From an optimization exercise on the open Yosys and OpenROAD flow, aimed at small area, a short achievable clock period and few clock cycles; shortcuts taken in it are not production practice. In this exercise RTL edits were held to simulation tests only and were not proved equivalent to the original. No activity file was given, so power comes from the tool's default toggle rates.

===== run.sh =====
#!/bin/bash
# synth_recipe.tcl (not shown) runs the flow's synth.tcl, then flattens the netlist and writes it again
# the make line also repeats each setting of config.mk as NAME=value (left out here)
make -C /OpenROAD-flow-scripts/flow DESIGN_CONFIG=/design/flow/config.mk WORK_HOME=/design/flow/orfs CLKGATE_MAP_FILE= SYNTH_SCRIPT=/design/flow/synth_recipe.tcl finish

===== config.mk =====
export PLATFORM = sky130hd
export DESIGN_NAME = krnl_acc
export DESIGN_NICKNAME = krnl_acc
export VERILOG_FILES = /design/flow/design.v
export SDC_FILE = /design/flow/constraint.sdc
export NUM_CORES = 4
export LEC_CHECK = 0
export ABC_CLOCK_PERIOD_IN_PS = 4200
export CAP_MARGIN = 20
export CORE_MARGIN = 2
export CORE_UTILIZATION = 60
export SETUP_SLACK_MARGIN = 4.8
export SLEW_MARGIN = 20
export SYNTH_HIERARCHICAL = 1

===== constraint.sdc =====
create_clock -name core_clock -period 9.0 [get_ports {ap_clk}]
set_input_delay 1.8000 -clock core_clock [delete_from_list [all_inputs] [get_ports {ap_clk}]]
set_output_delay 1.8000 -clock core_clock [all_outputs]
set_load 0.01 [all_outputs]

===== design.v =====
`default_nettype none
package acc_pkg;
  localparam int LANES  = 4;
  localparam int LANE_W = 16;
  localparam int ACC_W  = 32;
  localparam int DATA_W = LANES * LANE_W;
endpackage
`default_nettype wire
`default_nettype none
`timescale 1ns/1ns
module acc_ctrl (
  input  logic        ap_clk,
  input  logic        ap_rst_n,
  input  logic        ap_start,
  input  logic [31:0] cfg,
  input  logic        ifm_valid,
  input  logic        wgt_valid,
  input  logic        ofm_ready,
  output logic        ap_idle,
  output logic        ap_done,
  output logic        take,        
  output logic        clr,         
  output logic        adv_out,     
  output logic        ofm_valid
);
  logic        busy;        
  logic        adv;         
  logic        in_act;      
  logic        done_q;
  logic        p_last;      
  logic        p_jlast;     
  logic        cs_fin;      
  logic        cs_last;     
  logic        out_q;       
  logic        o_last;      
  logic        fresh;       
  logic [15:0] ci_q;        
  logic [15:0] pc;          
  logic [15:0] wc;          
  logic [15:0] pc_cur;      
  logic [15:0] pc_dec;
  logic [15:0] wc_dec;
  logic        last_in;     
  logic start_acc;
  logic word_end;
  logic emit;
  logic cs_fin_nx;
  logic may_block;
  logic out_q_nx;
  assign start_acc = ap_start && !busy;
  assign emit      = out_q && ofm_ready;
  assign adv_out   = cs_fin && (!out_q || ofm_ready);
  assign cs_fin_nx = adv ? p_last : (adv_out ? 1'b0 : cs_fin);
  assign out_q_nx  = adv_out ? 1'b1 : (emit ? 1'b0 : out_q);
  assign may_block = (adv && p_last && (cs_fin || out_q)) || (cs_fin && out_q);
  assign take      = in_act && ifm_valid && wgt_valid && !may_block;
  assign pc_cur    = fresh ? ci_q : pc;
  assign word_end  = (pc_cur == 16'd1);
  assign last_in   = (wc == 16'd1);
  always_comb begin
    logic bp;
    logic bw;
    bp = 1'b1;
    bw = 1'b1;
    for (int i = 0; i < 16; i++) begin
      pc_dec[i] = pc_cur[i] ^ bp;
      wc_dec[i] = wc[i] ^ bw;
      bp = bp & ~pc_cur[i];
      bw = bw & ~wc[i];
    end
  end
  always_ff @(posedge ap_clk) begin
    if (!ap_rst_n) begin
      busy    <= 1'b0;
      in_act  <= 1'b0;
      done_q  <= 1'b0;
      cs_fin  <= 1'b0;
      out_q   <= 1'b0;
      adv     <= 1'b0;
      clr     <= 1'b0;
      fresh   <= 1'b1;
    end else begin
      done_q <= 1'b0;
      if (start_acc) begin
        busy   <= 1'b1;
        in_act <= 1'b1;
        fresh  <= 1'b1;
      end
      if (take) begin
        fresh <= word_end;
        if (word_end && last_in) in_act <= 1'b0;
      end
      cs_fin <= cs_fin_nx;
      out_q  <= out_q_nx;
      adv    <= take;
      clr    <= take && fresh;
      if (emit && o_last) begin
        busy   <= 1'b0;
        done_q <= 1'b1;
      end
    end
  end
  always_ff @(posedge ap_clk) begin
    if (take) begin
      p_last  <= word_end;
      p_jlast <= last_in;
    end
    if (adv) begin
      cs_last <= p_jlast;
    end
    if (adv_out) begin
      o_last <= cs_last;
    end
  end
  always_ff @(posedge ap_clk) begin
    if (start_acc) begin
      ci_q <= cfg[31:16];
    end
    if (take) begin
      pc <= pc_dec;
    end
    if (start_acc) begin
      wc <= cfg[15:0];
    end else if (take && word_end) begin
      wc <= wc_dec;
    end
  end
  assign ap_idle   = !busy;
  assign ap_done   = done_q;
  assign ofm_valid = out_q;
endmodule
`default_nettype wire
`default_nettype none
module mac_lane (
  input  logic [15:0] a,
  input  logic [15:0] b,
  input  logic [31:0] s_in,
  input  logic [31:0] c_in,
  output logic [31:0] s_out,
  output logic [31:0] c_out
);
  logic [255:0] pp;
  logic hs0;
  logic hc0;
  logic fs0;
  logic fc0;
  logic hs1;
  logic hc1;
  logic fs1;
  logic fc1;
  logic fs2;
  logic fc2;
  logic hs2;
  logic hc2;
  logic fs3;
  logic fc3;
  logic fs4;
  logic fc4;
  logic fs5;
  logic fc5;
  logic hs3;
  logic hc3;
  logic fs6;
  logic fc6;
  logic fs7;
  logic fc7;
  logic fs8;
  logic fc8;
  logic fs9;
  logic fc9;
  logic hs4;
  logic hc4;
  logic fs10;
  logic fc10;
  logic fs11;
  logic fc11;
  logic fs12;
  logic fc12;
  logic fs13;
  logic fc13;
  logic hs5;
  logic hc5;
  logic fs14;
  logic fc14;
  logic fs15;
  logic fc15;
  logic fs16;
  logic fc16;
  logic fs17;
  logic fc17;
  logic fs18;
  logic fc18;
  logic fs19;
  logic fc19;
  logic fs20;
  logic fc20;
  logic fs21;
  logic fc21;
  logic fs22;
  logic fc22;
  logic fs23;
  logic fc23;
  logic hs6;
  logic hc6;
  logic fs24;
  logic fc24;
  logic hs7;
  logic hc7;
  logic fs25;
  logic fc25;
  logic fs26;
  logic fc26;
  logic hs8;
  logic hc8;
  logic fs27;
  logic fc27;
  logic fs28;
  logic fc28;
  logic fs29;
  logic fc29;
  logic hs9;
  logic hc9;
  logic fs30;
  logic fc30;
  logic fs31;
  logic fc31;
  logic fs32;
  logic fc32;
  logic fs33;
  logic fc33;
  logic fs34;
  logic fc34;
  logic fs35;
  logic fc35;
  logic fs36;
  logic fc36;
  logic fs37;
  logic fc37;
  logic fs38;
  logic fc38;
  logic fs39;
  logic fc39;
  logic fs40;
  logic fc40;
  logic fs41;
  logic fc41;
  logic fs42;
  logic fc42;
  logic fs43;
  logic fc43;
  logic fs44;
  logic fc44;
  logic fs45;
  logic fc45;
  logic fs46;
  logic fc46;
  logic fs47;
  logic fc47;
  logic fs48;
  logic fc48;
  logic fs49;
  logic fc49;
  logic fs50;
  logic fc50;
  logic fs51;
  logic fc51;
  logic fs52;
  logic fc52;
  logic fs53;
  logic fc53;
  logic fs54;
  logic fc54;
  logic fs55;
  logic fc55;
  logic fs56;
  logic fc56;
  logic fs57;
  logic fc57;
  logic fs58;
  logic fc58;
  logic fs59;
  logic fc59;
  logic fs60;
  logic fc60;
  logic fs61;
  logic fc61;
  logic fs62;
  logic fc62;
  logic fs63;
  logic fc63;
  logic fs64;
  logic fc64;
  logic fs65;
  logic fc65;
  logic fs66;
  logic fc66;
  logic fs67;
  logic fc67;
  logic fs68;
  logic fc68;
  logic fs69;
  logic fc69;
  logic fs70;
  logic fc70;
  logic fs71;
  logic fc71;
  logic fs72;
  logic fc72;
  logic fs73;
  logic fc73;
  logic fs74;
  logic fc74;
  logic fs75;
  logic fc75;
  logic fs76;
  logic fc76;
  logic fs77;
  logic fc77;
  logic fs78;
  logic fc78;
  logic fs79;
  logic fc79;
  logic hs10;
  logic hc10;
  logic fs80;
  logic fc80;
  logic hs11;
  logic hc11;
  logic fs81;
  logic fc81;
  logic fs82;
  logic fc82;
  logic hs12;
  logic hc12;
  logic fs83;
  logic fc83;
  logic fs84;
  logic fc84;
  logic fs85;
  logic fc85;
  logic fs86;
  logic fc86;
  logic fs87;
  logic fc87;
  logic fs88;
  logic fc88;
  logic fs89;
  logic fc89;
  logic fs90;
  logic fc90;
  logic fs91;
  logic fc91;
  logic fs92;
  logic fc92;
  logic fs93;
  logic fc93;
  logic fs94;
  logic fc94;
  logic fs95;
  logic fc95;
  logic fs96;
  logic fc96;
  logic fs97;
  logic fc97;
  logic fs98;
  logic fc98;
  logic fs99;
  logic fc99;
  logic fs100;
  logic fc100;
  logic fs101;
  logic fc101;
  logic fs102;
  logic fc102;
  logic fs103;
  logic fc103;
  logic fs104;
  logic fc104;
  logic fs105;
  logic fc105;
  logic fs106;
  logic fc106;
  logic fs107;
  logic fc107;
  logic fs108;
  logic fc108;
  logic fs109;
  logic fc109;
  logic fs110;
  logic fc110;
  logic fs111;
  logic fc111;
  logic fs112;
  logic fc112;
  logic fs113;
  logic fc113;
  logic fs114;
  logic fc114;
  logic fs115;
  logic fc115;
  logic fs116;
  logic fc116;
  logic fs117;
  logic fc117;
  logic fs118;
  logic fc118;
  logic fs119;
  logic fc119;
  logic fs120;
  logic fc120;
  logic fs121;
  logic fc121;
  logic fs122;
  logic fc122;
  logic fs123;
  logic fc123;
  logic fs124;
  logic fc124;
  logic fs125;
  logic fc125;
  logic fs126;
  logic fc126;
  logic fs127;
  logic fc127;
  logic fs128;
  logic fc128;
  logic fs129;
  logic fc129;
  logic fs130;
  logic fc130;
  logic fs131;
  logic fc131;
  logic fs132;
  logic fc132;
  logic fs133;
  logic fc133;
  logic fs134;
  logic fc134;
  logic fs135;
  logic fc135;
  logic fs136;
  logic fc136;
  logic fs137;
  logic fc137;
  logic fs138;
  logic fc138;
  logic fs139;
  logic fc139;
  logic fs140;
  logic fc140;
  logic fs141;
  logic fc141;
  logic fs142;
  logic fc142;
  logic hs13;
  logic hc13;
  logic fs143;
  logic fc143;
  logic hs14;
  logic hc14;
  logic fs144;
  logic fc144;
  logic fs145;
  logic fc145;
  logic fs146;
  logic fc146;
  logic fs147;
  logic fc147;
  logic fs148;
  logic fc148;
  logic fs149;
  logic fc149;
  logic fs150;
  logic fc150;
  logic fs151;
  logic fc151;
  logic fs152;
  logic fc152;
  logic fs153;
  logic fc153;
  logic fs154;
  logic fc154;
  logic fs155;
  logic fc155;
  logic fs156;
  logic fc156;
  logic fs157;
  logic fc157;
  logic fs158;
  logic fc158;
  logic fs159;
  logic fc159;
  logic fs160;
  logic fc160;
  logic fs161;
  logic fc161;
  logic fs162;
  logic fc162;
  logic fs163;
  logic fc163;
  logic fs164;
  logic fc164;
  logic fs165;
  logic fc165;
  logic fs166;
  logic fc166;
  logic fs167;
  logic fc167;
  logic fs168;
  logic fc168;
  logic fs169;
  logic fc169;
  logic fs170;
  logic fc170;
  logic fs171;
  logic fc171;
  logic fs172;
  logic fc172;
  logic fs173;
  logic fc173;
  logic fs174;
  logic fc174;
  logic fs175;
  logic fc175;
  logic fs176;
  logic fc176;
  logic fs177;
  logic fc177;
  logic fs178;
  logic fc178;
  logic fs179;
  logic fc179;
  logic fs180;
  logic fc180;
  logic fs181;
  logic fc181;
  logic fs182;
  logic fc182;
  logic fs183;
  logic fc183;
  logic fs184;
  logic fc184;
  logic fs185;
  logic fc185;
  logic fs186;
  logic fc186;
  logic fs187;
  logic fc187;
  logic fs188;
  logic fc188;
  logic fs189;
  logic fc189;
  logic fs190;
  logic fc190;
  logic fs191;
  logic fc191;
  logic fs192;
  logic fc192;
  logic fs193;
  logic fc193;
  logic fs194;
  logic fc194;
  logic hs15;
  logic hc15;
  logic fs195;
  logic fc195;
  logic fs196;
  logic fc196;
  logic fs197;
  logic fc197;
  logic fs198;
  logic fc198;
  logic fs199;
  logic fc199;
  logic fs200;
  logic fc200;
  logic fs201;
  logic fc201;
  logic fs202;
  logic fc202;
  logic fs203;
  logic fc203;
  logic fs204;
  logic fc204;
  logic fs205;
  logic fc205;
  logic fs206;
  logic fc206;
  logic fs207;
  logic fc207;
  logic fs208;
  logic fc208;
  logic fs209;
  logic fc209;
  logic fs210;
  logic fc210;
  logic fs211;
  logic fc211;
  logic fs212;
  logic fc212;
  logic fs213;
  logic fc213;
  logic fs214;
  logic fc214;
  logic fs215;
  logic fc215;
  logic fs216;
  logic fc216;
  logic fs217;
  logic fc217;
  logic fs218;
  logic fc218;
  logic fs219;
  logic fc219;
  logic fs220;
  logic fc220;
  logic fs221;
  logic fc221;
  logic fs222;
  logic fc222;
  logic fs223;
  logic fc223;
  logic hs16;
  logic hc16;
  logic fs224;
  logic fc224;
  logic fs225;
  logic fc225;
  logic fs226;
  logic fc226;
  logic fs227;
  logic fc227;
  logic fs228;
  logic fc228;
  logic fs229;
  logic fc229;
  logic fs230;
  logic fc230;
  logic fs231;
  logic fc231;
  logic fs232;
  logic fc232;
  logic fs233;
  logic fc233;
  logic fs234;
  logic fc234;
  logic fs235;
  logic fc235;
  logic fs236;
  logic fc236;
  logic fs237;
  logic fc237;
  logic fs238;
  logic fc238;
  logic fs239;
  logic fc239;
  logic fs240;
  logic fc240;
  logic fs241;
  logic fc241;
  logic fs242;
  logic fc242;
  logic fs243;
  logic fc243;
  logic fs244;
  logic fc244;
  logic fs245;
  logic fc245;
  logic fs246;
  logic fc246;
  logic fs247;
  logic fc247;
  logic fs248;
  logic fc248;
  logic fs249;
  logic fc249;
  logic fs250;
  logic fc250;
  logic fs251;
  logic fc251;
  logic fs252;
  logic fc252;
  logic fs253;
  logic fc253;
  logic fs254;
  always_comb begin
    for (int i = 0; i < 16; i++) begin
      for (int j = 0; j < 16; j++) begin
        pp[i*16+j] = ~(a[i] & b[j]);
      end
    end
  end
  assign hs0 = ~(pp[11] ^ pp[26]);
  assign hc0 = pp[11] | pp[26];
  mac_fa u_fa0 (.a(pp[12]), .b(pp[27]), .c(pp[42]), .s(fs0), .co(fc0));
  assign hs1 = ~(pp[57] ^ pp[72]);
  assign hc1 = pp[57] | pp[72];
  mac_fa u_fa1 (.a(pp[13]), .b(pp[28]), .c(pp[43]), .s(fs1), .co(fc1));
  mac_fa u_fa2 (.a(pp[58]), .b(pp[73]), .c(pp[88]), .s(fs2), .co(fc2));
  assign hs2 = ~(pp[103] ^ pp[118]);
  assign hc2 = pp[103] | pp[118];
  mac_fa u_fa3 (.a(pp[14]), .b(pp[29]), .c(pp[44]), .s(fs3), .co(fc3));
  mac_fa u_fa4 (.a(pp[59]), .b(pp[74]), .c(pp[89]), .s(fs4), .co(fc4));
  mac_fa u_fa5 (.a(pp[104]), .b(pp[119]), .c(pp[134]), .s(fs5), .co(fc5));
  assign hs3 = ~(pp[149] ^ pp[164]);
  assign hc3 = pp[149] | pp[164];
  mac_fa u_fa6 (.a(pp[15]), .b(pp[30]), .c(pp[45]), .s(fs6), .co(fc6));
  mac_fa u_fa7 (.a(pp[60]), .b(pp[75]), .c(pp[90]), .s(fs7), .co(fc7));
  mac_fa u_fa8 (.a(pp[105]), .b(pp[120]), .c(pp[135]), .s(fs8), .co(fc8));
  mac_fa u_fa9 (.a(pp[150]), .b(pp[165]), .c(pp[180]), .s(fs9), .co(fc9));
  assign hs4 = ~(pp[195] ^ pp[210]);
  assign hc4 = pp[195] | pp[210];
  mac_fa u_fa10 (.a(pp[31]), .b(pp[46]), .c(pp[61]), .s(fs10), .co(fc10));
  mac_fa u_fa11 (.a(pp[76]), .b(pp[91]), .c(pp[106]), .s(fs11), .co(fc11));
  mac_fa u_fa12 (.a(pp[121]), .b(pp[136]), .c(pp[151]), .s(fs12), .co(fc12));
  mac_fa u_fa13 (.a(pp[166]), .b(pp[181]), .c(pp[196]), .s(fs13), .co(fc13));
  assign hs5 = ~(pp[211] ^ pp[226]);
  assign hc5 = pp[211] | pp[226];
  mac_fa u_fa14 (.a(pp[47]), .b(pp[62]), .c(pp[77]), .s(fs14), .co(fc14));
  mac_fa u_fa15 (.a(pp[92]), .b(pp[107]), .c(pp[122]), .s(fs15), .co(fc15));
  mac_fa u_fa16 (.a(pp[137]), .b(pp[152]), .c(pp[167]), .s(fs16), .co(fc16));
  mac_fa u_fa17 (.a(pp[182]), .b(pp[197]), .c(pp[212]), .s(fs17), .co(fc17));
  mac_fa u_fa18 (.a(pp[63]), .b(pp[78]), .c(pp[93]), .s(fs18), .co(fc18));
  mac_fa u_fa19 (.a(pp[108]), .b(pp[123]), .c(pp[138]), .s(fs19), .co(fc19));
  mac_fa u_fa20 (.a(pp[153]), .b(pp[168]), .c(pp[183]), .s(fs20), .co(fc20));
  mac_fa u_fa21 (.a(pp[79]), .b(pp[94]), .c(pp[109]), .s(fs21), .co(fc21));
  mac_fa u_fa22 (.a(pp[124]), .b(pp[139]), .c(pp[154]), .s(fs22), .co(fc22));
  mac_fa u_fa23 (.a(pp[95]), .b(pp[110]), .c(pp[125]), .s(fs23), .co(fc23));
  assign hs6 = ~(pp[7] ^ pp[22]);
  assign hc6 = pp[7] | pp[22];
  mac_fa u_fa24 (.a(pp[8]), .b(pp[23]), .c(pp[38]), .s(fs24), .co(fc24));
  assign hs7 = ~(pp[53] ^ pp[68]);
  assign hc7 = pp[53] | pp[68];
  mac_fa u_fa25 (.a(pp[9]), .b(pp[24]), .c(pp[39]), .s(fs25), .co(fc25));
  mac_fa u_fa26 (.a(pp[54]), .b(pp[69]), .c(pp[84]), .s(fs26), .co(fc26));
  assign hs8 = ~(pp[99] ^ pp[114]);
  assign hc8 = pp[99] | pp[114];
  mac_fa u_fa27 (.a(pp[10]), .b(pp[25]), .c(pp[40]), .s(fs27), .co(fc27));
  mac_fa u_fa28 (.a(pp[55]), .b(pp[70]), .c(pp[85]), .s(fs28), .co(fc28));
  mac_fa u_fa29 (.a(pp[100]), .b(pp[115]), .c(pp[130]), .s(fs29), .co(fc29));
  assign hs9 = ~(pp[145] ^ pp[160]);
  assign hc9 = pp[145] | pp[160];
  mac_fa u_fa30 (.a(pp[41]), .b(pp[56]), .c(pp[71]), .s(fs30), .co(fc30));
  mac_fa u_fa31 (.a(pp[86]), .b(pp[101]), .c(pp[116]), .s(fs31), .co(fc31));
  mac_fa u_fa32 (.a(pp[131]), .b(pp[146]), .c(pp[161]), .s(fs32), .co(fc32));
  mac_fa u_fa33 (.a(pp[176]), .b(hs0), .c(s_in[11]), .s(fs33), .co(fc33));
  mac_fa u_fa34 (.a(pp[87]), .b(pp[102]), .c(pp[117]), .s(fs34), .co(fc34));
  mac_fa u_fa35 (.a(pp[132]), .b(pp[147]), .c(pp[162]), .s(fs35), .co(fc35));
  mac_fa u_fa36 (.a(pp[177]), .b(pp[192]), .c(hc0), .s(fs36), .co(fc36));
  mac_fa u_fa37 (.a(hs1), .b(s_in[12]), .c(c_in[12]), .s(fs37), .co(fc37));
  mac_fa u_fa38 (.a(pp[133]), .b(pp[148]), .c(pp[163]), .s(fs38), .co(fc38));
  mac_fa u_fa39 (.a(pp[178]), .b(pp[193]), .c(pp[208]), .s(fs39), .co(fc39));
  mac_fa u_fa40 (.a(hc1), .b(hs2), .c(s_in[13]), .s(fs40), .co(fc40));
  mac_fa u_fa41 (.a(c_in[13]), .b(fc0), .c(fs1), .s(fs41), .co(fc41));
  mac_fa u_fa42 (.a(pp[179]), .b(pp[194]), .c(pp[209]), .s(fs42), .co(fc42));
  mac_fa u_fa43 (.a(pp[224]), .b(hc2), .c(hs3), .s(fs43), .co(fc43));
  mac_fa u_fa44 (.a(s_in[14]), .b(c_in[14]), .c(fc1), .s(fs44), .co(fc44));
  mac_fa u_fa45 (.a(fc2), .b(fs3), .c(fs4), .s(fs45), .co(fc45));
  mac_fa u_fa46 (.a(pp[225]), .b(pp[240]), .c(hc3), .s(fs46), .co(fc46));
  mac_fa u_fa47 (.a(hs4), .b(s_in[15]), .c(c_in[15]), .s(fs47), .co(fc47));
  mac_fa u_fa48 (.a(fc3), .b(fc4), .c(fc5), .s(fs48), .co(fc48));
  mac_fa u_fa49 (.a(fs6), .b(fs7), .c(fs8), .s(fs49), .co(fc49));
  mac_fa u_fa50 (.a(pp[241]), .b(hc4), .c(hs5), .s(fs50), .co(fc50));
  mac_fa u_fa51 (.a(s_in[16]), .b(c_in[16]), .c(fc6), .s(fs51), .co(fc51));
  mac_fa u_fa52 (.a(fc7), .b(fc8), .c(fc9), .s(fs52), .co(fc52));
  mac_fa u_fa53 (.a(fs10), .b(fs11), .c(fs12), .s(fs53), .co(fc53));
  mac_fa u_fa54 (.a(pp[227]), .b(pp[242]), .c(hc5), .s(fs54), .co(fc54));
  mac_fa u_fa55 (.a(s_in[17]), .b(c_in[17]), .c(fc10), .s(fs55), .co(fc55));
  mac_fa u_fa56 (.a(fc11), .b(fc12), .c(fc13), .s(fs56), .co(fc56));
  mac_fa u_fa57 (.a(fs14), .b(fs15), .c(fs16), .s(fs57), .co(fc57));
  mac_fa u_fa58 (.a(pp[198]), .b(pp[213]), .c(pp[228]), .s(fs58), .co(fc58));
  mac_fa u_fa59 (.a(pp[243]), .b(s_in[18]), .c(c_in[18]), .s(fs59), .co(fc59));
  mac_fa u_fa60 (.a(fc14), .b(fc15), .c(fc16), .s(fs60), .co(fc60));
  mac_fa u_fa61 (.a(fc17), .b(fs18), .c(fs19), .s(fs61), .co(fc61));
  mac_fa u_fa62 (.a(pp[169]), .b(pp[184]), .c(pp[199]), .s(fs62), .co(fc62));
  mac_fa u_fa63 (.a(pp[214]), .b(pp[229]), .c(pp[244]), .s(fs63), .co(fc63));
  mac_fa u_fa64 (.a(s_in[19]), .b(c_in[19]), .c(fc18), .s(fs64), .co(fc64));
  mac_fa u_fa65 (.a(fc19), .b(fc20), .c(fs21), .s(fs65), .co(fc65));
  mac_fa u_fa66 (.a(pp[140]), .b(pp[155]), .c(pp[170]), .s(fs66), .co(fc66));
  mac_fa u_fa67 (.a(pp[185]), .b(pp[200]), .c(pp[215]), .s(fs67), .co(fc67));
  mac_fa u_fa68 (.a(pp[230]), .b(pp[245]), .c(s_in[20]), .s(fs68), .co(fc68));
  mac_fa u_fa69 (.a(c_in[20]), .b(fc21), .c(fc22), .s(fs69), .co(fc69));
  mac_fa u_fa70 (.a(pp[111]), .b(pp[126]), .c(pp[141]), .s(fs70), .co(fc70));
  mac_fa u_fa71 (.a(pp[156]), .b(pp[171]), .c(pp[186]), .s(fs71), .co(fc71));
  mac_fa u_fa72 (.a(pp[201]), .b(pp[216]), .c(pp[231]), .s(fs72), .co(fc72));
  mac_fa u_fa73 (.a(pp[246]), .b(s_in[21]), .c(c_in[21]), .s(fs73), .co(fc73));
  mac_fa u_fa74 (.a(pp[127]), .b(pp[142]), .c(pp[157]), .s(fs74), .co(fc74));
  mac_fa u_fa75 (.a(pp[172]), .b(pp[187]), .c(pp[202]), .s(fs75), .co(fc75));
  mac_fa u_fa76 (.a(pp[217]), .b(pp[232]), .c(pp[247]), .s(fs76), .co(fc76));
  mac_fa u_fa77 (.a(pp[143]), .b(pp[158]), .c(pp[173]), .s(fs77), .co(fc77));
  mac_fa u_fa78 (.a(pp[188]), .b(pp[203]), .c(pp[218]), .s(fs78), .co(fc78));
  mac_fa u_fa79 (.a(pp[159]), .b(pp[174]), .c(pp[189]), .s(fs79), .co(fc79));
  assign hs10 = ~(pp[4] ^ pp[19]);
  assign hc10 = pp[4] | pp[19];
  mac_fa u_fa80 (.a(pp[5]), .b(pp[20]), .c(pp[35]), .s(fs80), .co(fc80));
  assign hs11 = ~(pp[50] ^ pp[65]);
  assign hc11 = pp[50] | pp[65];
  mac_fa u_fa81 (.a(pp[6]), .b(pp[21]), .c(pp[36]), .s(fs81), .co(fc81));
  mac_fa u_fa82 (.a(pp[51]), .b(pp[66]), .c(pp[81]), .s(fs82), .co(fc82));
  assign hs12 = ~(pp[96] ^ s_in[6]);
  assign hc12 = pp[96] | s_in[6];
  mac_fa u_fa83 (.a(pp[37]), .b(pp[52]), .c(pp[67]), .s(fs83), .co(fc83));
  mac_fa u_fa84 (.a(pp[82]), .b(pp[97]), .c(pp[112]), .s(fs84), .co(fc84));
  mac_fa u_fa85 (.a(hs6), .b(s_in[7]), .c(c_in[7]), .s(fs85), .co(fc85));
  mac_fa u_fa86 (.a(pp[83]), .b(pp[98]), .c(pp[113]), .s(fs86), .co(fc86));
  mac_fa u_fa87 (.a(pp[128]), .b(hc6), .c(hs7), .s(fs87), .co(fc87));
  mac_fa u_fa88 (.a(s_in[8]), .b(c_in[8]), .c(fs24), .s(fs88), .co(fc88));
  mac_fa u_fa89 (.a(pp[129]), .b(pp[144]), .c(hc7), .s(fs89), .co(fc89));
  mac_fa u_fa90 (.a(hs8), .b(s_in[9]), .c(c_in[9]), .s(fs90), .co(fc90));
  mac_fa u_fa91 (.a(fc24), .b(fs25), .c(fs26), .s(fs91), .co(fc91));
  mac_fa u_fa92 (.a(hc8), .b(hs9), .c(s_in[10]), .s(fs92), .co(fc92));
  mac_fa u_fa93 (.a(c_in[10]), .b(fc25), .c(fc26), .s(fs93), .co(fc93));
  mac_fa u_fa94 (.a(fs27), .b(fs28), .c(fs29), .s(fs94), .co(fc94));
  mac_fa u_fa95 (.a(hc9), .b(c_in[11]), .c(fc27), .s(fs95), .co(fc95));
  mac_fa u_fa96 (.a(fc28), .b(fc29), .c(fs30), .s(fs96), .co(fc96));
  mac_fa u_fa97 (.a(fs31), .b(fs32), .c(fs33), .s(fs97), .co(fc97));
  mac_fa u_fa98 (.a(fc30), .b(fc31), .c(fc32), .s(fs98), .co(fc98));
  mac_fa u_fa99 (.a(fs34), .b(fs35), .c(fs0), .s(fs99), .co(fc99));
  mac_fa u_fa100 (.a(fs36), .b(fc33), .c(fs37), .s(fs100), .co(fc100));
  mac_fa u_fa101 (.a(fc34), .b(fc35), .c(fs38), .s(fs101), .co(fc101));
  mac_fa u_fa102 (.a(fs39), .b(fs2), .c(fc36), .s(fs102), .co(fc102));
  mac_fa u_fa103 (.a(fc37), .b(fs40), .c(fs41), .s(fs103), .co(fc103));
  mac_fa u_fa104 (.a(fc38), .b(fc39), .c(fs42), .s(fs104), .co(fc104));
  mac_fa u_fa105 (.a(fs5), .b(fc40), .c(fs43), .s(fs105), .co(fc105));
  mac_fa u_fa106 (.a(fc41), .b(fs44), .c(fs45), .s(fs106), .co(fc106));
  mac_fa u_fa107 (.a(fc42), .b(fs9), .c(fs46), .s(fs107), .co(fc107));
  mac_fa u_fa108 (.a(fc43), .b(fs47), .c(fc44), .s(fs108), .co(fc108));
  mac_fa u_fa109 (.a(fc45), .b(fs48), .c(fs49), .s(fs109), .co(fc109));
  mac_fa u_fa110 (.a(fs13), .b(fc46), .c(fc47), .s(fs110), .co(fc110));
  mac_fa u_fa111 (.a(fs50), .b(fc48), .c(fc49), .s(fs111), .co(fc111));
  mac_fa u_fa112 (.a(fs51), .b(fs52), .c(fs53), .s(fs112), .co(fc112));
  mac_fa u_fa113 (.a(fs17), .b(fs54), .c(fc50), .s(fs113), .co(fc113));
  mac_fa u_fa114 (.a(fc51), .b(fc52), .c(fc53), .s(fs114), .co(fc114));
  mac_fa u_fa115 (.a(fs55), .b(fs56), .c(fs57), .s(fs115), .co(fc115));
  mac_fa u_fa116 (.a(fs58), .b(fs20), .c(fc54), .s(fs116), .co(fc116));
  mac_fa u_fa117 (.a(fs59), .b(fc55), .c(fc56), .s(fs117), .co(fc117));
  mac_fa u_fa118 (.a(fc57), .b(fs60), .c(fs61), .s(fs118), .co(fc118));
  mac_fa u_fa119 (.a(fc58), .b(fs62), .c(fs63), .s(fs119), .co(fc119));
  mac_fa u_fa120 (.a(fs22), .b(fc59), .c(fc60), .s(fs120), .co(fc120));
  mac_fa u_fa121 (.a(fc61), .b(fs64), .c(fs65), .s(fs121), .co(fc121));
  mac_fa u_fa122 (.a(fc62), .b(fc63), .c(fs66), .s(fs122), .co(fc122));
  mac_fa u_fa123 (.a(fs67), .b(fs23), .c(fs68), .s(fs123), .co(fc123));
  mac_fa u_fa124 (.a(fc64), .b(fc65), .c(fs69), .s(fs124), .co(fc124));
  mac_fa u_fa125 (.a(fc66), .b(fc67), .c(fc23), .s(fs125), .co(fc125));
  mac_fa u_fa126 (.a(fs70), .b(fs71), .c(fs72), .s(fs126), .co(fc126));
  mac_fa u_fa127 (.a(fc68), .b(fs73), .c(fc69), .s(fs127), .co(fc127));
  mac_fa u_fa128 (.a(s_in[22]), .b(c_in[22]), .c(fc70), .s(fs128), .co(fc128));
  mac_fa u_fa129 (.a(fc71), .b(fc72), .c(fs74), .s(fs129), .co(fc129));
  mac_fa u_fa130 (.a(fs75), .b(fs76), .c(fc73), .s(fs130), .co(fc130));
  mac_fa u_fa131 (.a(pp[233]), .b(pp[248]), .c(s_in[23]), .s(fs131), .co(fc131));
  mac_fa u_fa132 (.a(c_in[23]), .b(fc74), .c(fc75), .s(fs132), .co(fc132));
  mac_fa u_fa133 (.a(fc76), .b(fs77), .c(fs78), .s(fs133), .co(fc133));
  mac_fa u_fa134 (.a(pp[204]), .b(pp[219]), .c(pp[234]), .s(fs134), .co(fc134));
  mac_fa u_fa135 (.a(pp[249]), .b(s_in[24]), .c(c_in[24]), .s(fs135), .co(fc135));
  mac_fa u_fa136 (.a(fc77), .b(fc78), .c(fs79), .s(fs136), .co(fc136));
  mac_fa u_fa137 (.a(pp[175]), .b(pp[190]), .c(pp[205]), .s(fs137), .co(fc137));
  mac_fa u_fa138 (.a(pp[220]), .b(pp[235]), .c(pp[250]), .s(fs138), .co(fc138));
  mac_fa u_fa139 (.a(s_in[25]), .b(c_in[25]), .c(fc79), .s(fs139), .co(fc139));
  mac_fa u_fa140 (.a(pp[191]), .b(pp[206]), .c(pp[221]), .s(fs140), .co(fc140));
  mac_fa u_fa141 (.a(pp[236]), .b(pp[251]), .c(s_in[26]), .s(fs141), .co(fc141));
  mac_fa u_fa142 (.a(pp[207]), .b(pp[222]), .c(pp[237]), .s(fs142), .co(fc142));
  assign hs13 = ~(pp[2] ^ pp[17]);
  assign hc13 = pp[2] | pp[17];
  mac_fa u_fa143 (.a(pp[3]), .b(pp[18]), .c(pp[33]), .s(fs143), .co(fc143));
  assign hs14 = ~(pp[48] ^ s_in[3]);
  assign hc14 = pp[48] | s_in[3];
  mac_fa u_fa144 (.a(pp[34]), .b(pp[49]), .c(pp[64]), .s(fs144), .co(fc144));
  mac_fa u_fa145 (.a(hs10), .b(s_in[4]), .c(c_in[4]), .s(fs145), .co(fc145));
  mac_fa u_fa146 (.a(pp[80]), .b(hc10), .c(hs11), .s(fs146), .co(fc146));
  mac_fa u_fa147 (.a(s_in[5]), .b(c_in[5]), .c(fs80), .s(fs147), .co(fc147));
  mac_fa u_fa148 (.a(hc11), .b(c_in[6]), .c(fc80), .s(fs148), .co(fc148));
  mac_fa u_fa149 (.a(fs81), .b(fs82), .c(hs12), .s(fs149), .co(fc149));
  mac_fa u_fa150 (.a(fc81), .b(fc82), .c(fs83), .s(fs150), .co(fc150));
  mac_fa u_fa151 (.a(fs84), .b(hc12), .c(fs85), .s(fs151), .co(fc151));
  mac_fa u_fa152 (.a(fc83), .b(fc84), .c(fs86), .s(fs152), .co(fc152));
  mac_fa u_fa153 (.a(fc85), .b(fs87), .c(fs88), .s(fs153), .co(fc153));
  mac_fa u_fa154 (.a(fc86), .b(fs89), .c(fc87), .s(fs154), .co(fc154));
  mac_fa u_fa155 (.a(fs90), .b(fc88), .c(fs91), .s(fs155), .co(fc155));
  mac_fa u_fa156 (.a(fc89), .b(fc90), .c(fs92), .s(fs156), .co(fc156));
  mac_fa u_fa157 (.a(fc91), .b(fs93), .c(fs94), .s(fs157), .co(fc157));
  mac_fa u_fa158 (.a(fc92), .b(fc93), .c(fc94), .s(fs158), .co(fc158));
  mac_fa u_fa159 (.a(fs95), .b(fs96), .c(fs97), .s(fs159), .co(fc159));
  mac_fa u_fa160 (.a(fc95), .b(fc96), .c(fs98), .s(fs160), .co(fc160));
  mac_fa u_fa161 (.a(fs99), .b(fc97), .c(fs100), .s(fs161), .co(fc161));
  mac_fa u_fa162 (.a(fc98), .b(fc99), .c(fs101), .s(fs162), .co(fc162));
  mac_fa u_fa163 (.a(fs102), .b(fc100), .c(fs103), .s(fs163), .co(fc163));
  mac_fa u_fa164 (.a(fc101), .b(fs104), .c(fc102), .s(fs164), .co(fc164));
  mac_fa u_fa165 (.a(fs105), .b(fc103), .c(fs106), .s(fs165), .co(fc165));
  mac_fa u_fa166 (.a(fc104), .b(fs107), .c(fc105), .s(fs166), .co(fc166));
  mac_fa u_fa167 (.a(fs108), .b(fc106), .c(fs109), .s(fs167), .co(fc167));
  mac_fa u_fa168 (.a(fc107), .b(fs110), .c(fc108), .s(fs168), .co(fc168));
  mac_fa u_fa169 (.a(fc109), .b(fs111), .c(fs112), .s(fs169), .co(fc169));
  mac_fa u_fa170 (.a(fc110), .b(fs113), .c(fc111), .s(fs170), .co(fc170));
  mac_fa u_fa171 (.a(fc112), .b(fs114), .c(fs115), .s(fs171), .co(fc171));
  mac_fa u_fa172 (.a(fs116), .b(fc113), .c(fc114), .s(fs172), .co(fc172));
  mac_fa u_fa173 (.a(fs117), .b(fc115), .c(fs118), .s(fs173), .co(fc173));
  mac_fa u_fa174 (.a(fs119), .b(fc116), .c(fc117), .s(fs174), .co(fc174));
  mac_fa u_fa175 (.a(fs120), .b(fc118), .c(fs121), .s(fs175), .co(fc175));
  mac_fa u_fa176 (.a(fc119), .b(fs122), .c(fc120), .s(fs176), .co(fc176));
  mac_fa u_fa177 (.a(fs123), .b(fc121), .c(fs124), .s(fs177), .co(fc177));
  mac_fa u_fa178 (.a(fc122), .b(fs125), .c(fs126), .s(fs178), .co(fc178));
  mac_fa u_fa179 (.a(fc123), .b(fc124), .c(fs127), .s(fs179), .co(fc179));
  mac_fa u_fa180 (.a(fc125), .b(fc126), .c(fs128), .s(fs180), .co(fc180));
  mac_fa u_fa181 (.a(fs129), .b(fs130), .c(fc127), .s(fs181), .co(fc181));
  mac_fa u_fa182 (.a(fs131), .b(fc128), .c(fc129), .s(fs182), .co(fc182));
  mac_fa u_fa183 (.a(fs132), .b(fs133), .c(fc130), .s(fs183), .co(fc183));
  mac_fa u_fa184 (.a(fs134), .b(fc131), .c(fs135), .s(fs184), .co(fc184));
  mac_fa u_fa185 (.a(fc132), .b(fc133), .c(fs136), .s(fs185), .co(fc185));
  mac_fa u_fa186 (.a(fc134), .b(fs137), .c(fs138), .s(fs186), .co(fc186));
  mac_fa u_fa187 (.a(fc135), .b(fc136), .c(fs139), .s(fs187), .co(fc187));
  mac_fa u_fa188 (.a(c_in[26]), .b(fc137), .c(fc138), .s(fs188), .co(fc188));
  mac_fa u_fa189 (.a(fs140), .b(fs141), .c(fc139), .s(fs189), .co(fc189));
  mac_fa u_fa190 (.a(pp[252]), .b(s_in[27]), .c(c_in[27]), .s(fs190), .co(fc190));
  mac_fa u_fa191 (.a(fc140), .b(fs142), .c(fc141), .s(fs191), .co(fc191));
  mac_fa u_fa192 (.a(pp[223]), .b(pp[238]), .c(pp[253]), .s(fs192), .co(fc192));
  mac_fa u_fa193 (.a(s_in[28]), .b(c_in[28]), .c(fc142), .s(fs193), .co(fc193));
  mac_fa u_fa194 (.a(pp[239]), .b(pp[254]), .c(s_in[29]), .s(fs194), .co(fc194));
  assign hs15 = ~(pp[1] ^ pp[16]);
  assign hc15 = pp[1] | pp[16];
  mac_fa u_fa195 (.a(pp[32]), .b(hs13), .c(s_in[2]), .s(fs195), .co(fc195));
  mac_fa u_fa196 (.a(hc13), .b(c_in[3]), .c(fs143), .s(fs196), .co(fc196));
  mac_fa u_fa197 (.a(fc143), .b(fs144), .c(hc14), .s(fs197), .co(fc197));
  mac_fa u_fa198 (.a(fc144), .b(fc145), .c(fs146), .s(fs198), .co(fc198));
  mac_fa u_fa199 (.a(fc146), .b(fc147), .c(fs148), .s(fs199), .co(fc199));
  mac_fa u_fa200 (.a(fc148), .b(fs150), .c(fc149), .s(fs200), .co(fc200));
  mac_fa u_fa201 (.a(fc150), .b(fs152), .c(fc151), .s(fs201), .co(fc201));
  mac_fa u_fa202 (.a(fc152), .b(fs154), .c(fc153), .s(fs202), .co(fc202));
  mac_fa u_fa203 (.a(fc154), .b(fs156), .c(fc155), .s(fs203), .co(fc203));
  mac_fa u_fa204 (.a(fc156), .b(fc157), .c(fs158), .s(fs204), .co(fc204));
  mac_fa u_fa205 (.a(fc158), .b(fs160), .c(fc159), .s(fs205), .co(fc205));
  mac_fa u_fa206 (.a(fc160), .b(fs162), .c(fc161), .s(fs206), .co(fc206));
  mac_fa u_fa207 (.a(fc162), .b(fs164), .c(fc163), .s(fs207), .co(fc207));
  mac_fa u_fa208 (.a(fc164), .b(fs166), .c(fc165), .s(fs208), .co(fc208));
  mac_fa u_fa209 (.a(fc166), .b(fs168), .c(fc167), .s(fs209), .co(fc209));
  mac_fa u_fa210 (.a(fc168), .b(fs170), .c(fc169), .s(fs210), .co(fc210));
  mac_fa u_fa211 (.a(fc170), .b(fs172), .c(fc171), .s(fs211), .co(fc211));
  mac_fa u_fa212 (.a(fc172), .b(fs174), .c(fc173), .s(fs212), .co(fc212));
  mac_fa u_fa213 (.a(fc174), .b(fs176), .c(fc175), .s(fs213), .co(fc213));
  mac_fa u_fa214 (.a(fs178), .b(fc176), .c(fc177), .s(fs214), .co(fc214));
  mac_fa u_fa215 (.a(fc178), .b(fs180), .c(fc179), .s(fs215), .co(fc215));
  mac_fa u_fa216 (.a(fc180), .b(fs182), .c(fs183), .s(fs216), .co(fc216));
  mac_fa u_fa217 (.a(fs184), .b(fc182), .c(fs185), .s(fs217), .co(fc217));
  mac_fa u_fa218 (.a(fs186), .b(fc184), .c(fc185), .s(fs218), .co(fc218));
  mac_fa u_fa219 (.a(fc186), .b(fs188), .c(fc187), .s(fs219), .co(fc219));
  mac_fa u_fa220 (.a(fs190), .b(fc188), .c(fs191), .s(fs220), .co(fc220));
  mac_fa u_fa221 (.a(fs192), .b(fc190), .c(fs193), .s(fs221), .co(fc221));
  mac_fa u_fa222 (.a(c_in[29]), .b(fc192), .c(fs194), .s(fs222), .co(fc222));
  mac_fa u_fa223 (.a(pp[255]), .b(s_in[30]), .c(c_in[30]), .s(fs223), .co(fc223));
  assign hs16 = ~(pp[0] ^ s_in[0]);
  assign hc16 = pp[0] | s_in[0];
  mac_fa u_fa224 (.a(hs15), .b(s_in[1]), .c(c_in[1]), .s(fs224), .co(fc224));
  mac_fa u_fa225 (.a(hc15), .b(c_in[2]), .c(fs195), .s(fs225), .co(fc225));
  mac_fa u_fa226 (.a(hs14), .b(fc195), .c(fs196), .s(fs226), .co(fc226));
  mac_fa u_fa227 (.a(fs145), .b(fc196), .c(fs197), .s(fs227), .co(fc227));
  mac_fa u_fa228 (.a(fs147), .b(fc197), .c(fs198), .s(fs228), .co(fc228));
  mac_fa u_fa229 (.a(fs149), .b(fc198), .c(fs199), .s(fs229), .co(fc229));
  mac_fa u_fa230 (.a(fs151), .b(fc199), .c(fs200), .s(fs230), .co(fc230));
  mac_fa u_fa231 (.a(fs153), .b(fc200), .c(fs201), .s(fs231), .co(fc231));
  mac_fa u_fa232 (.a(fs155), .b(fc201), .c(fs202), .s(fs232), .co(fc232));
  mac_fa u_fa233 (.a(fs157), .b(fc202), .c(fs203), .s(fs233), .co(fc233));
  mac_fa u_fa234 (.a(fs159), .b(fc203), .c(fs204), .s(fs234), .co(fc234));
  mac_fa u_fa235 (.a(fs161), .b(fc204), .c(fs205), .s(fs235), .co(fc235));
  mac_fa u_fa236 (.a(fs163), .b(fc205), .c(fs206), .s(fs236), .co(fc236));
  mac_fa u_fa237 (.a(fs165), .b(fc206), .c(fs207), .s(fs237), .co(fc237));
  mac_fa u_fa238 (.a(fs167), .b(fc207), .c(fs208), .s(fs238), .co(fc238));
  mac_fa u_fa239 (.a(fs169), .b(fc208), .c(fs209), .s(fs239), .co(fc239));
  mac_fa u_fa240 (.a(fs171), .b(fc209), .c(fs210), .s(fs240), .co(fc240));
  mac_fa u_fa241 (.a(fs173), .b(fc210), .c(fs211), .s(fs241), .co(fc241));
  mac_fa u_fa242 (.a(fs175), .b(fc211), .c(fs212), .s(fs242), .co(fc242));
  mac_fa u_fa243 (.a(fs177), .b(fc212), .c(fs213), .s(fs243), .co(fc243));
  mac_fa u_fa244 (.a(fs179), .b(fc213), .c(fs214), .s(fs244), .co(fc244));
  mac_fa u_fa245 (.a(fs181), .b(fc214), .c(fs215), .s(fs245), .co(fc245));
  mac_fa u_fa246 (.a(fc181), .b(fs216), .c(fc215), .s(fs246), .co(fc246));
  mac_fa u_fa247 (.a(fc183), .b(fs217), .c(fc216), .s(fs247), .co(fc247));
  mac_fa u_fa248 (.a(fs187), .b(fc217), .c(fs218), .s(fs248), .co(fc248));
  mac_fa u_fa249 (.a(fs189), .b(fc218), .c(fs219), .s(fs249), .co(fc249));
  mac_fa u_fa250 (.a(fc189), .b(fs220), .c(fc219), .s(fs250), .co(fc250));
  mac_fa u_fa251 (.a(fc191), .b(fs221), .c(fc220), .s(fs251), .co(fc251));
  mac_fa u_fa252 (.a(fc193), .b(fs222), .c(fc221), .s(fs252), .co(fc252));
  mac_fa u_fa253 (.a(fc194), .b(fs223), .c(fc222), .s(fs253), .co(fc253));
  assign fs254 = s_in[31] ^ c_in[31] ^ fc223;
  assign s_out[0] = hs16;
  assign c_out[0] = c_in[0];
  assign s_out[1] = hc16;
  assign c_out[1] = fs224;
  assign s_out[2] = fc224;
  assign c_out[2] = fs225;
  assign s_out[3] = fc225;
  assign c_out[3] = fs226;
  assign s_out[4] = fc226;
  assign c_out[4] = fs227;
  assign s_out[5] = fc227;
  assign c_out[5] = fs228;
  assign s_out[6] = fc228;
  assign c_out[6] = fs229;
  assign s_out[7] = fc229;
  assign c_out[7] = fs230;
  assign s_out[8] = fc230;
  assign c_out[8] = fs231;
  assign s_out[9] = fc231;
  assign c_out[9] = fs232;
  assign s_out[10] = fc232;
  assign c_out[10] = fs233;
  assign s_out[11] = fc233;
  assign c_out[11] = fs234;
  assign s_out[12] = fc234;
  assign c_out[12] = fs235;
  assign s_out[13] = fc235;
  assign c_out[13] = fs236;
  assign s_out[14] = fc236;
  assign c_out[14] = fs237;
  assign s_out[15] = fc237;
  assign c_out[15] = fs238;
  assign s_out[16] = fc238;
  assign c_out[16] = fs239;
  assign s_out[17] = fc239;
  assign c_out[17] = fs240;
  assign s_out[18] = fc240;
  assign c_out[18] = fs241;
  assign s_out[19] = fc241;
  assign c_out[19] = fs242;
  assign s_out[20] = fc242;
  assign c_out[20] = fs243;
  assign s_out[21] = fc243;
  assign c_out[21] = fs244;
  assign s_out[22] = fc244;
  assign c_out[22] = fs245;
  assign s_out[23] = fc245;
  assign c_out[23] = fs246;
  assign s_out[24] = fc246;
  assign c_out[24] = fs247;
  assign s_out[25] = fc247;
  assign c_out[25] = fs248;
  assign s_out[26] = fc248;
  assign c_out[26] = fs249;
  assign s_out[27] = fc249;
  assign c_out[27] = fs250;
  assign s_out[28] = fc250;
  assign c_out[28] = fs251;
  assign s_out[29] = fc251;
  assign c_out[29] = fs252;
  assign s_out[30] = fc252;
  assign c_out[30] = fs253;
  assign s_out[31] = fc253;
  assign c_out[31] = fs254;
endmodule
module mac_fa (
  input  logic a,
  input  logic b,
  input  logic c,
  output logic s,
  output logic co
);
  assign s  = a ^ b ^ c;
  assign co = (a & b) | (a & c) | (b & c);
endmodule
`default_nettype wire
`default_nettype none
`timescale 1ns/1ns
module mac_engine (
  input  logic          ap_clk,
  input  logic          take,
  input  logic          clr,
  input  logic          adv_out,
  input  logic [63:0]   ifm_data,
  input  logic [63:0]   wgt_data,
  output logic [127:0]  ofm_data
);
  logic [63:0]      a_q;     
  logic [63:0]      b_q;
  logic [3:0][31:0] s_q;
  logic [3:0][31:0] c_q;
  logic [3:0][31:0] s_in;
  logic [3:0][31:0] c_in;
  logic [3:0][31:0] s_nx;
  logic [3:0][31:0] c_nx;
  logic [3:0][31:0] sum;
  logic [127:0]     o_q;     
  always_ff @(posedge ap_clk) begin
    for (int i = 0; i < 8; i++) begin
      a_q[i*8 +: 8] <= ifm_data[(7-i)*8 +: 8] & {8{take}};
      b_q[i*8 +: 8] <= wgt_data[(7-i)*8 +: 8];
    end
  end
  for (genvar l = 0; l < 4; l++) begin : g_lane
    assign s_in[l] = s_q[l] | {32{clr}};
    assign c_in[l] = c_q[l] | {32{clr}};
    mac_lane i_mac_lane (
      .a     (a_q[l*16 +: 16]),
      .b     (b_q[l*16 +: 16]),
      .s_in  (s_in[l]),
      .c_in  (c_in[l]),
      .s_out (s_nx[l]),
      .c_out (c_nx[l])
    );
    assign sum[l] = ~(s_q[l] + c_q[l] + 32'd1);
  end
  always_ff @(posedge ap_clk) begin
    s_q <= s_nx;
    c_q <= c_nx;
  end
  always_ff @(posedge ap_clk) begin
    if (adv_out) begin
      for (int l = 0; l < 4; l++) begin
        for (int i = 0; i < 4; i++) begin
          o_q[l*32 + i*8 +: 8] <= sum[l][(3-i)*8 +: 8];
        end
      end
    end
  end
  assign ofm_data = o_q;
endmodule
`default_nettype wire
`default_nettype none
`timescale 1ns/1ns
module krnl_acc (
  input  logic               ap_clk,
  input  logic               ap_rst_n,
  input  logic               ap_start,
  input  logic [31:0]        cfg,
  output logic               ap_idle,
  output logic               ap_done,
  input  logic               ifm_valid,
  output logic               ifm_ready,
  input  logic [63:0]        ifm_data,
  input  logic               wgt_valid,
  output logic               wgt_ready,
  input  logic [63:0]        wgt_data,
  output logic               ofm_valid,
  input  logic               ofm_ready,
  output logic [127:0]       ofm_data
);
  logic take;
  logic clr;
  logic adv_out;
  acc_ctrl i_acc_ctrl (
    .ap_clk    (ap_clk),
    .ap_rst_n  (ap_rst_n),
    .ap_start  (ap_start),
    .cfg       (cfg),
    .ifm_valid (ifm_valid),
    .wgt_valid (wgt_valid),
    .ofm_ready (ofm_ready),
    .ap_idle   (ap_idle),
    .ap_done   (ap_done),
    .take      (take),
    .clr       (clr),
    .adv_out   (adv_out),
    .ofm_valid (ofm_valid)
  );
  mac_engine i_mac_engine (
    .ap_clk   (ap_clk),
    .take     (take),
    .clr      (clr),
    .adv_out  (adv_out),
    .ifm_data (ifm_data),
    .wgt_data (wgt_data),
    .ofm_data (ofm_data)
  );
  assign ifm_ready = take;
  assign wgt_ready = take;
endmodule
`default_nettype wire

==> impl_results.md, run 1 <==
* Outcome: no timing/DRC/antenna violations
* Post-layout util at roughly two thirds
* Die W at approximately 300 µm
* RSZ-0062 raised after global routing: true
* Initial DRC Count at 2300
* Top FF cell, synth: dfxtp_1
* DR vias/cell at about 5.7
* Largest net degree at the start of global routing at about 90
* DP HPWL at 96.20 mm
* Global placement routability congestion at around 0.9
* Peak VDD IR at around 0.00019 V
* Register area share after synthesis at approximately 25%
* Post-Syn Instances at about 4700
* Die Area at approximately 90000 µm²
* Async SR Flop Fraction at 0%
* Final WL at ~130 mm
* Worst-path clk slew at about 60 ps
* Max Transition Viols Final at 0
* Clock share of power at 21.5%
* First-pass GRT wire length at between 200 and 250 mm
* PortBufs at 298
* Synthesis warning total at 9
* Sw Pwr at between 5 and 6 mW
* Commonest non-fill, non-tap cell in the layout: fa_1
* Post-synthesis cell type count at 81
* Setup crit start kind: input pin
* DR WL/cell at between 20 and 25 µm
* TNS Setup at 0 ps
* CTS tree: done
* Final min period at 4168 ps
* Number of global-route vias before repair at 36209
* P_int at approximately 8.3 mW
* Seq pwr share at ~28%
* Critical Path Fanout Max at 4
* Post-synth net total at 6146
* Max_slew headroom at about a third
* Layout Nets at just over 6000
* Worst Path Arrival at about 2400 ps
* Chip Height at around 300 µm
* Pre-antenna DRT Iters at 5
* Final worst path period share at approximately 46%
* Final setup violation count at 0
* Sink Count at ~570
* Num rows at between 100 and 150
* Synth Cell Area at roughly 53000 µm²
* Antenna Nets Post-Route at 0
* Switching share of power at between 40% and 50%
* IO Count at ~300
* Worst Skew at between 15 and 20 ps
* Post-synth EDFFs at 180
* Root Buffer: clkbuf_16
* CP required at just over 7000 ps
* Pwr Density at about 250 nW/µm²
* Initial Utilization at between 60% and 70%
* Hold Path Class: flop to flop
* Pre-CTS setup slack at about 4100 ps
* GRT Overall Usage at ~30%
* Layout cells sized above 1 at 9.248%
* CTS Hold Bufs at 0
* Final Cell Area at 56110 µm²
* CTS buffer count at 71
* Max Fclk at roughly 240 MHz
* Most frequent cells in the layout: fa_1 (1020), nand2_1 (1001), dfxtp_1 (372)
* Post-DP Area at 53650 µm²
* H-tree levels at 3
* DRC viols at 0
* Worst skew pair latency at 640 ps
* Logic pwr share at between 50 and 60%
* Vias at 33237
* Core outline area at 86750 µm²
* Leak at around 16 nW
* Syn_area_per_cell at roughly 11 µm²
* Synth Register Bits at 572
* Endpoint type of the worst setup path: output pin
* Critical path class: input pin to output pin
* Final setup margin at approximately 4800 ps
* Final hold vios at 0
* Grt ovf at 0
* Initial antenna violation count at 0
* Hold slack final at 425.7 ps
* Worst-Margin Slew at roughly 1000 ps
* CTS max path bufs at 3
* Max Cap Viol at 0
* P&R area growth vs syn at 6.812%
logic make-up after synthesis:
family | share of synthesized area [%]
and+or+nand+nor | 14.80
buffers and inverters | 8.203
muxes | 0.3501
adders and majority gates | 44.25
DFF | 25.23
AOI/OAI and AO/OA | 5.085
xor gates and xnor gates | 2.082
per-stage QoR:
stage	instances	power, mW
6_report	5849	13.83
5_1_grt	5848	14.92
4_1_cts	5847	13.87
3_5_place_dp	5713	10.81
3_3_place_gp	5713	10.68
2_1_floorplan	4734	9.952
Yosys stat by module, one instance, submodules excluded:
module	cells inside	area [µm²]	flops+latches
acc_ctrl	214	2826	60
mac_fa	1	20.02	0
krnl_acc	1	7.507	0
mac_engine	1839	20540	512
mac_lane	416	2205	0
registers in the layout, summed over array words and instances, names as in the netlist:
register / count
i_acc_ctrl.busy: 1
i_acc_ctrl.adv: 1
i_acc_ctrl.p_jlast: 1
i_mac_engine.a_q: 64
i_acc_ctrl.fresh: 1
i_acc_ctrl.out_q: 1
i_mac_engine.o_q: 128
i_acc_ctrl.in_act: 1
i_acc_ctrl.ci_q: 16
i_mac_engine.b_q: 64
i_acc_ctrl.cs_fin: 1
i_acc_ctrl.cs_last: 1
i_acc_ctrl.pc: 16
i_mac_engine.s_q: 128
i_mac_engine.c_q: 128
i_acc_ctrl.p_last: 1
i_acc_ctrl.wc: 16
i_acc_ctrl.clr: 1
i_acc_ctrl.o_last: 1
i_acc_ctrl.done_q: 1
cells in the mapped netlist, drive strengths merged (5+ instances only):
library cell / number / area [µm²]
a211oi: 8 / 65.06
a21o: 58 / 435.4
a21oi: 124 / 643.1
a221o: 7 / 70.07
a221oi: 6 / 71.32
a31oi: 17 / 121.4
a41oi: 8 / 70.07
and2: 194 / 1214
and3: 14 / 87.58
and4: 5 / 43.79
buf: 393 / 3043
clkbuf: 99 / 417.9
dfxtp: 392 / 7848
edfxtp: 180 / 5405
fa: 1020 / 20420
ha: 226 / 2828
inv: 224 / 840.8
mux2i: 18 / 183.9
nand2: 1001 / 3757
nand2b: 16 / 100.1
nand3: 29 / 145.1
nand3b: 8 / 60.06
nand4: 17 / 112.6
nor2: 58 / 217.7
nor2b: 22 / 137.6
nor3: 19 / 100.1
nor4: 11 / 83.83
o2111ai: 5 / 43.79
o211ai: 5 / 42.54
o21a: 10 / 75.07
o21ai: 81 / 416.7
o21bai: 17 / 127.6
o311ai: 5 / 43.80
o31ai: 6 / 45.04
or2: 258 / 1614
or3: 5 / 31.28
xnor2: 65 / 569.3
xor2: 49 / 429.2
repair_timing:
action / CTS / global route
pin swaps: 1 / 0
cloned: 0 / 0
buffers inserted: 2 / 1
endpoints found under the hold margin: 0 / 0
setup endpoints to repair: 37 / 38
resized for setup: 14 / 21
final timing paths:
path,startpoint,end,slack (ps),cells after the start
setup / recovery,ifm_valid,ifm_ready,4830,3
hold / removal,i_acc_ctrl.p_jlast,i_acc_ctrl.cs_last,430,0
setup reg to reg,i_mac_engine.b_q[61],i_mac_engine.c_q[112],4850,7
hold reg to reg,i_acc_ctrl.p_jlast,i_acc_ctrl.cs_last,430,0
power by group through the flow:
stage | clock network, mW | registers, mW | logic [mW]
floorplan | 0 | 3.67 | 6.28
global placement | 0 | 3.90 | 6.78
detailed placement | 0 | 3.90 | 6.91
CTS | 3.04 | 3.85 | 6.98
global route | 3.15 | 3.91 | 7.86
finish | 2.98 | 3.86 | 6.99
critical path, stage by stage:
cell and delay (ps):
clkdlybuf4s15_1 160, o2111a_2 280, buf_6 120
per-layer routing:
| layer | track usage, % | share of wire (%) |
|---|---|---|
| met4 | 8.012 | 2.2 |
| met3 | 6.019 | 7.3 |
| met1 | 41.81 | 43 |
| met5 | 0 | 0 |
| met2 | 48.65 | 48 |
final cells by class:
type	instances	area, µm²
Multi-Input combinational cell	3444	34980
Clock buffer	103	2033
Sequential cell	572	13280
Clock inverter	29	356.6
Inverter	226	852.1
Fill cell	6925	30640
Tap cell	1155	1445
Timing Repair Buffer	319	3159
Antenna cell	1	2.502
Testbench counts, summed over its fixed seeds: cycles 11,072.
==> run 2: changes to the inputs <==
--- a/config.mk
+++ b/config.mk
@@ -7,3 +7,3 @@
 export LEC_CHECK = 0
-export ABC_CLOCK_PERIOD_IN_PS = 4200
+export ABC_CLOCK_PERIOD_IN_PS = 4000
 export CAP_MARGIN = 20
@@ -11,3 +11,3 @@
 export CORE_UTILIZATION = 60
-export SETUP_SLACK_MARGIN = 4.8
+export SETUP_SLACK_MARGIN = 5.0
 export SLEW_MARGIN = 20
==> impl_results.md, run 2 <==
* Post-synthesis cell type count at 81 (unchanged)
* Critical path class: input pin to output pin
* DRC viols at 0 (unchanged)
* Core outline area at 86750 µm² (unchanged)
* Sink Count at 572 (unchanged)
* Post-Syn Instances at 4734 (unchanged)
* Seq pwr share at 28.0% (about the same)
* Max Transition Viols Final at 0 (unchanged)
* CP required at 7200 ps (about the same)
* CTS Hold Bufs at 0 (unchanged)
* Leak at 16.54 nW (+0.39%)
* CTS buffer count at 70 (-1.4%)
* Worst-Margin Slew at 945.4 ps (-73.50 ps)
* DR WL/cell at 22.38 µm (+0.58%)
* Logic pwr share at 51.4% (+0.8 points)
* H-tree levels at 3 (unchanged)
* Initial Utilization at 60.55% (unchanged)
* Final min period at 4132 ps (-36.38 ps)
* Syn_area_per_cell at 11.10 µm² (unchanged)
* Diode count at 0 (-1)
* Endpoint type of the worst setup path: output pin
* Dominant cell type by area after synthesis: fa_1
* Final WL at 131.0 mm (+0.66%)
* Largest regs: i_mac_engine.c_q: 128 flops, i_mac_engine.o_q: 128 flops, i_mac_engine.s_q: 128 flops
* P_int at 8.089 mW (-2.2%)
* DP HPWL at 95.94 mm (-0.27%)
* Max Cap Viol at 0 (unchanged)
* Top FF cell, synth: dfxtp_1
* Max_slew headroom at 36.44% (+4.4 points)
* RSZ-0062 raised after global routing: true
* Hold depth at 0 (unchanged)
* PortBufs at 298 (unchanged)
* TNS Setup at 0 ps (unchanged)
* Worst Path Arrival at 2330 ps (-40 ps)
* Final Cell Area at 56250 µm² (+0.25%)
* IO Count at 299 (unchanged)
* Largest net degree at the start of global routing at 168 (+91%)
* Layout Nets at 6053 (+0.12%)
* Hold slack final at 430.8 ps (+5.110 ps)
* Number of global-route vias before repair at 36662 (+1.3%)
* Worst skew pair latency at 650 ps (about the same)
* Num rows at 108 (unchanged)
* Critical Path Fanout Max at 3 (-1)
* Pre-antenna DRT Iters at 6 (+1)
* First-pass GRT wire length at 208.4 mm (+1.2%)
* Worst Skew at 25.74 ps (+6.772 ps)
* Hold Path Class: flop to flop
* Worst-path clk slew at 60 ps (about the same)
* CTS max path bufs at 3 (unchanged)
* Final setup violation count at 0 (unchanged)
* P&R area growth vs syn at 7.074%
* Commonest non-fill, non-tap cell in the layout: fa_1
* Max Fclk at 242.0 MHz (+0.88%)
* Antenna Nets Post-Route at 0 (unchanged)
* Filler cell count at 6833 (-1.3%)
* DR vias/cell at 5.663 (-0.34%)
* GRT Overall Usage at 30.39% (+0.34 points)
* Worst R2R Path Depth at 7 (unchanged)
* Die Area at 89940 µm² (unchanged)
* Most frequent cells in the layout: fa_1 (1020), nand2_1 (1001), dfxtp_1 (306)
* CTS tree: done
* Post-synth EDFFs at 180 (unchanged)
* Most frequent cell after synthesis: fa_1
* Initial antenna violation count at 5 (+5)
* Post-layout util at 64.84% (+0.16 points)
* Grt ovf at 0 (unchanged)
* Outcome: no timing/DRC/antenna violations
* Clock share of power at 20.6% (-0.9 points)
* Area contributors post-synth: fa_1 (39%), dfxtp_1 (15%), edfxtp_1 (10%)
* Vias at 33152 (-0.26%)
* Top-area cell type share of the netlist area at 38.87% (unchanged)
* Post-DP Area at 53720 µm² (+0.14%)
* Setup crit start kind: input pin
* Sw Pwr at 5.597 mW (+0.69%)
* Post-synth net total at 6146 (unchanged)
* Chip Height at 299.9 µm (unchanged)
* Synthesis warning total at 9 (unchanged)
* Initial DRC Count at 2311 (+0.48%)
* Final worst path period share at 45.91% (-0.40 points)
* Root Buffer: clkbuf_16
* Die W at 299.9 µm (unchanged)
* Synth Register Bits at 572 (unchanged)
* Pwr Density at 243.3 nW/µm² (-1.3%)
* Switching share of power at 40.90% (+0.70 points)
* Global placement routability congestion at 0.8795 (-0.33%)
* Async SR Flop Fraction at 0% (unchanged)
* Layout cells sized above 1 at 10.98% (+1.7 points)
* Final hold vios at 0 (unchanged)
* Peak VDD IR at 0.0001850 V (-2.2%)
* Commonest cells in the netlist: fa_1 (1020), nand2_1 (1001), dfxtp_1 (392)
* Register area share after synthesis at 25.23% (unchanged)
* Synth Cell Area at 52530 µm² (unchanged)
## run 2: cell counts after synthesis
No cell type changed its count.
## run 2: metal layers
metal | track usage (%) | routed length [µm] | up-vias | share of wire (%)
met4 | 9.226 | 3828 | 4 | 2.9
li1 | - | - | 14573 | -
met2 | 49.02 | 62150 | 1364 | 47
met1 | 41.51 | 54180 | 16982 | 41
met3 | 6.756 | 10810 | 229 | 8.3
met5 | 0 | 31 | - | 0.024
## run 2: stage by stage
step / power (mW) / std cells / worst slack [ps]
floorplan: 9.952 / 4734 / 4731
global placement: 10.73 / 5717 / 3170
detailed placement: 10.83 / 5718 / 3200
CTS: 13.75 / 5854 / 4868
global route: 14.77 / 5854 / 4845
finish: 13.69 / 5854 / 4868
## run 2: layout make-up
cell class	count	area [µm²]	share of cell area (%)
Clock buffer	93	1948	3.463
Timing Repair Buffer	327	3331	5.921
Sequential cell	572	13360	23.76
Clock inverter	37	322.8	0.5739
Multi-Input combinational cell	3444	34990	62.20
Tap cell	1155	1445	2.569
Inverter	226	852.1	1.515
## run 2: final timing paths
path	startpoint	to	slack (ps)
setup / recovery	wgt_valid	ifm_ready	4870
hold / removal	i_acc_ctrl.cs_last	i_acc_ctrl.o_last	430
setup reg to reg	i_mac_engine.b_q[4]	i_mac_engine.c_q[19]	5070
hold reg to reg	i_acc_ctrl.cs_last	i_acc_ctrl.o_last	430
## run 2: repair_timing
item                                    in CTS  in global routing
buffers inserted                             3                  0
gates resized for setup                     66                 43
endpoints found under the setup margin      52                 79
cloned                                       3                  0
pin swaps                                    1                  1
## run 2: kinds of logic (layout without fill, tap and decap cells)
family	after synthesis	count (layout)	share of synthesized area [%]
flip-flops	572	572	25.23
AND/OR/NAND/NOR	1665	1665	14.80
XOR/XNOR	118	118	2.082
adder cells (fa/ha/maj)	1246	1246	44.25
buffers and inverters	718	683	8.203
multiplexers	18	18	0.3501
AO/OA/AOI/OAI	397	397	5.085
## run 2: worst max-delay path, stage by stage
cell and delay, ps:
buf_6 60, o2111a_2 230, clkbuf_16 150, buf_6 90
## run 2: modules after synthesis, one instance, submodules excluded
module,cells inside,flops+latches,cell area (µm²),copies in the design
mac_fa,1,0,20.02,1016
mac_lane,416,0,2205,4
acc_ctrl,214,60,2826,1
mac_engine,1839,512,20540,1
krnl_acc,1,0,7.507,1
## run 2: power groups by stage
stage	clock, mW	sequential, mW	combinational (mW)
after floorplan	0	3.67	6.28
after global placement	0	3.88	6.85
after detailed placement	0	3.88	6.95
after CTS	2.88	3.83	7.03
after global routing	2.99	3.89	7.90
final	2.81	3.84	7.04

-- static timing again, ports no longer ideal --
In the flow no input, the clock included, has a driving cell. The finished layouts below were timed again as built, in two steps. Step 1 (the two cells are an assumption about what drives the block):
set clk [get_ports {ap_clk}]
set_driving_cell -lib_cell sky130_fd_sc_hd__clkbuf_16 $clk
set_driving_cell -lib_cell sky130_fd_sc_hd__buf_2 [delete_from_list [all_inputs] $clk]
Step 2, shift: input delay + t, output delay - t, t = (earliest + latest rising clock arrival at the registers) / 2. This alone moves slack from input paths to output paths. a / b / c = no drivers / after step 1 / after step 2; a / b = the first two.
run | t, ns | setup WS [ns] | worst setup path at the end | worst data-port slew with drivers (ns)
run 1 | 0.704 | 4.832 / 4.810 / 4.619 | input to register | 0.12
run 2 | 0.706 | 4.868 / 4.829 / 4.612 | input to register | 0.12
After both steps setup and hold are still met in every run listed. For run 2, which loses most, drivers alone change the setup slack by -0.039 ns; drivers and shift together by -0.256 ns.
